Context: an optimization exercise on an open-source flow, tuned for small area. The choices shown serve that exercise and are no tape-out recipe.
RTL that was checked went through simulation tests only; none was proved equivalent to the original.
Power figures rest on the tool's default switching activity, not on a simulated workload.

Design trap_unit, start of the top module:
module trap_unit (
  input  logic                               clk,
  input  logic                               reset,
  input  logic                               stall_n,
  input  logic                               hold_flag,
  input  logic                               exception_if,
  input  logic [3:0]                         cause_if,
  input  logic                               exception_id,
  input  logic [3:0]                         cause_id,
  input  logic [trap_pkg::xlen-1:0]          pc_id_ex,
  input  logic                               jump_en,
  input  logic [trap_pkg::xlen-1:0]          jump_addr,
  input  logic                               csr_valid,
  input  logic                               csr_write,
  input  logic [11:0]                        csr_addr,
  input  logic [trap_pkg::xlen-1:0]          csr_wdata,
  input  logic                               mret,
  ...
clock: 5.5 ns
lec_check: 0
cap_margin: 20
core_margin: 2
core_utilization: 40
slew_margin: 20
standard.sh (not shown) runs the stock make flow with config.mk's settings and CLKGATE_MAP_FILE= SYNTH_SCRIPT=/design/flow/synth_recipe.tcl, a recipe that flattens the netlist after the stock synthesis.
==> flow/flow/run.sh <==
#!/bin/bash
# Own flow: the standard layout (standard.sh) with
#  - port buffers made from the smallest buffer cell (buf_1),
#  - a clock tree without dummy loads,
#  - (if flow/area.abc exists) an area-oriented ABC mapping script in the synthesis.
# Each tool's output is logged in this folder (standard_flow.log, and ORFS's own logs under orfs/logs).
set -euo pipefail
W=$(pwd)
export OWN_WORK=$W
export OWN_ABC_SCRIPT=$W/flow/area.abc
export BUFFER_PORTS_ARGS="-buffer_cell sky130_fd_sc_hd__buf_1"
export CTS_ARGS="-sink_clustering_enable -repair_clock_nets -dont_use_dummy_load -buf_list sky130_fd_sc_hd__clkbuf_8 -sink_clustering_size 16 -sink_buffer_max_cap_derate 1.0 -sink_clustering_max_diameter 100"
bash standard.sh "SYNTH_SCRIPT=$W/flow/synth_wrap.tcl" "BUFFER_PORTS_ARGS=$BUFFER_PORTS_ARGS" "CTS_ARGS=$CTS_ARGS"  finish > standard_flow.log 2>&1
==> flow/flow/area.abc <==
strash
&get -n
&st
&dch
&nf
&put
topo
stime -c
==> flow/flow/synth_wrap.tcl <==
# The standard flow's synthesis script with Yosys's abc call given the area-oriented ABC script in
# flow/area.abc; every other step (registers included) is the standard synthesis's.
proc abc {args} {
  set i [lsearch -exact $args -script]
  if {$i >= 0} { lset args [expr {$i + 1}] $::env(OWN_ABC_SCRIPT) }
  yosys abc {*}$args
}
source $::env(OWN_WORK)/synth_recipe.tcl
The first run finished clean.
Edit:
--- a/flow/flow/run.sh
+++ b/flow/flow/run.sh
@@ -12 +12 @@
-export CTS_ARGS="-sink_clustering_enable -repair_clock_nets -dont_use_dummy_load -buf_list sky130_fd_sc_hd__clkbuf_8 -sink_clustering_size 16 -sink_buffer_max_cap_derate 1.0 -sink_clustering_max_diameter 100"
+export CTS_ARGS="-sink_clustering_enable -repair_clock_nets -dont_use_dummy_load -buf_list sky130_fd_sc_hd__clkbuf_8 -sink_clustering_size 14 -sink_buffer_max_cap_derate 1.0 -sink_clustering_max_diameter 100"
- CORE_UTILIZATION: 40 -> 50
After rerunning: Worst setup slack loses 0.046 ns. Die area came out lower by about a fifth. Total power came out higher slightly. Register-to-register slack loses 0.03 ns. Core utilization came out higher by 12 points. Combinational power is about the same. Global-route usage came out higher by 5.4 points. Design area came out lower slightly. Critical path depth came out higher by 2. Via count came out higher slightly.
Edit:
- CORE_UTILIZATION: 50 -> 40
What happened: The changed run ran to the end with no violations. Design area is higher slightly. Sequential share of layout area is lower by 0.46 points. Combinational power barely changes. First-iteration DRC count is higher by a few percent. Sequential cell count stays the same. Area after synthesis does not change. Maximum frequency is higher slightly.

---

Another version of the RTL of trap_unit (not shown whole).
Size: roughly 320 flip-flops, roughly 18,000 sq um of cells after synthesis.
export LEC_CHECK = 0
export CAP_MARGIN = 20
export CORE_MARGIN = 2
export CORE_UTILIZATION = 40
export SLEW_MARGIN = 20
create_clock -name core_clock -period 5.5 [get_ports {clk}]
==> flow/flow/run.sh <==
#!/bin/bash
# Own flow: the standard layout, with the port buffers made from the smallest buffer
# cell and a clock tree without dummy loads. Every tool's output is logged in this folder.
set -euo pipefail
export BUFFER_PORTS_ARGS="-buffer_cell sky130_fd_sc_hd__buf_1"
export CTS_ARGS="-sink_clustering_enable -repair_clock_nets -dont_use_dummy_load"
bash standard.sh "BUFFER_PORTS_ARGS=$BUFFER_PORTS_ARGS" "CTS_ARGS=$CTS_ARGS" finish > standard_flow.log 2>&1
The starting point passed the timing, design-rule and antenna checks.
==> next run, changes <==
==> flow/flow/run.sh (replaced) <==
#!/bin/bash
# Own flow: the standard layout (standard.sh) with
#  - port buffers made from the smallest buffer cell (buf_1),
#  - a clock tree without dummy loads,
#  - (if flow/area.abc exists) an area-oriented ABC mapping script in the synthesis.
# Each tool's output is logged in this folder (standard_flow.log, and ORFS's own logs under orfs/logs).
set -euo pipefail
W=$(pwd)
export OWN_WORK=$W
export OWN_ABC_SCRIPT=$W/flow/area.abc
export BUFFER_PORTS_ARGS="-buffer_cell sky130_fd_sc_hd__buf_1"
export CTS_ARGS="-sink_clustering_enable -repair_clock_nets -dont_use_dummy_load "
bash standard.sh "SYNTH_SCRIPT=$W/flow/synth_wrap.tcl" "BUFFER_PORTS_ARGS=$BUFFER_PORTS_ARGS" "CTS_ARGS=$CTS_ARGS"  finish > standard_flow.log 2>&1
==> flow/flow/area.abc (new file) <==
strash
&get -n
&st
&dch
&nf -R 1000
&put
topo
stime -c
==> flow/flow/synth_wrap.tcl (new file) <==
# The standard flow's synthesis script with Yosys's abc call given the area-oriented ABC script in
# flow/area.abc; every other step (registers included) is the standard synthesis's.
proc abc {args} {
  set i [lsearch -exact $args -script]
  if {$i >= 0} { lset args [expr {$i + 1}] $::env(OWN_ABC_SCRIPT) }
  yosys abc {*}$args
}
source $::env(OWN_WORK)/synth_recipe.tcl
Effect:
- The new run finished with timing, DRC and antenna clean
- total power shrinks by 0.71%
- final area shrinks by 4.9%
- register-to-register slack gets worse by 1200 ps
No run of this note included a check of the RTL's function; only the layout flow was run.

==> separate check: timing with driven ports <==
In the flow no input, the clock included, has a driving cell. The finished layouts below were timed again as built, in two steps. Step 1: set_driving_cell puts a clkbuf_16 on clk and a buf_2 on each other input, an assumption about the parent block. Step 2 times the ports against the registers' clock, not the clock port: input delays grow and output delays shrink by t, the midpoint of the rising clock arrivals with the driver on. Slacks: ideal / step 1 / step 2; pairs: ideal / step 1.
run | t (ns) | slack for setup (ns) | hold WS [ns]
the first run of note 1 | 0.634 | 0.218 / 0.166 / 0.191 | 0.457 / 0.457 / 0.457
the second run of note 1 | 0.628 | 0.172 / 0.123 / 0.205 | 0.457 / 0.457 / 0.457
the third run of note 1 | 0.627 | 0.225 / 0.176 / 0.188 | 0.456 / 0.456 / 0.456
the first run of note 2 | 0.604 | 0.346 / 0.285 / 0.484 | 0.455 / 0.455 / 0.455
the second run of note 2 | 0.595 | 0.284 / 0.230 / 0.809 | 0.447 / 0.447 / 0.447
After both steps setup and hold are still met in every run listed. For the third run of note 1, which loses most, drivers alone change the setup slack by -0.049 ns; drivers and shift together by -0.037 ns.
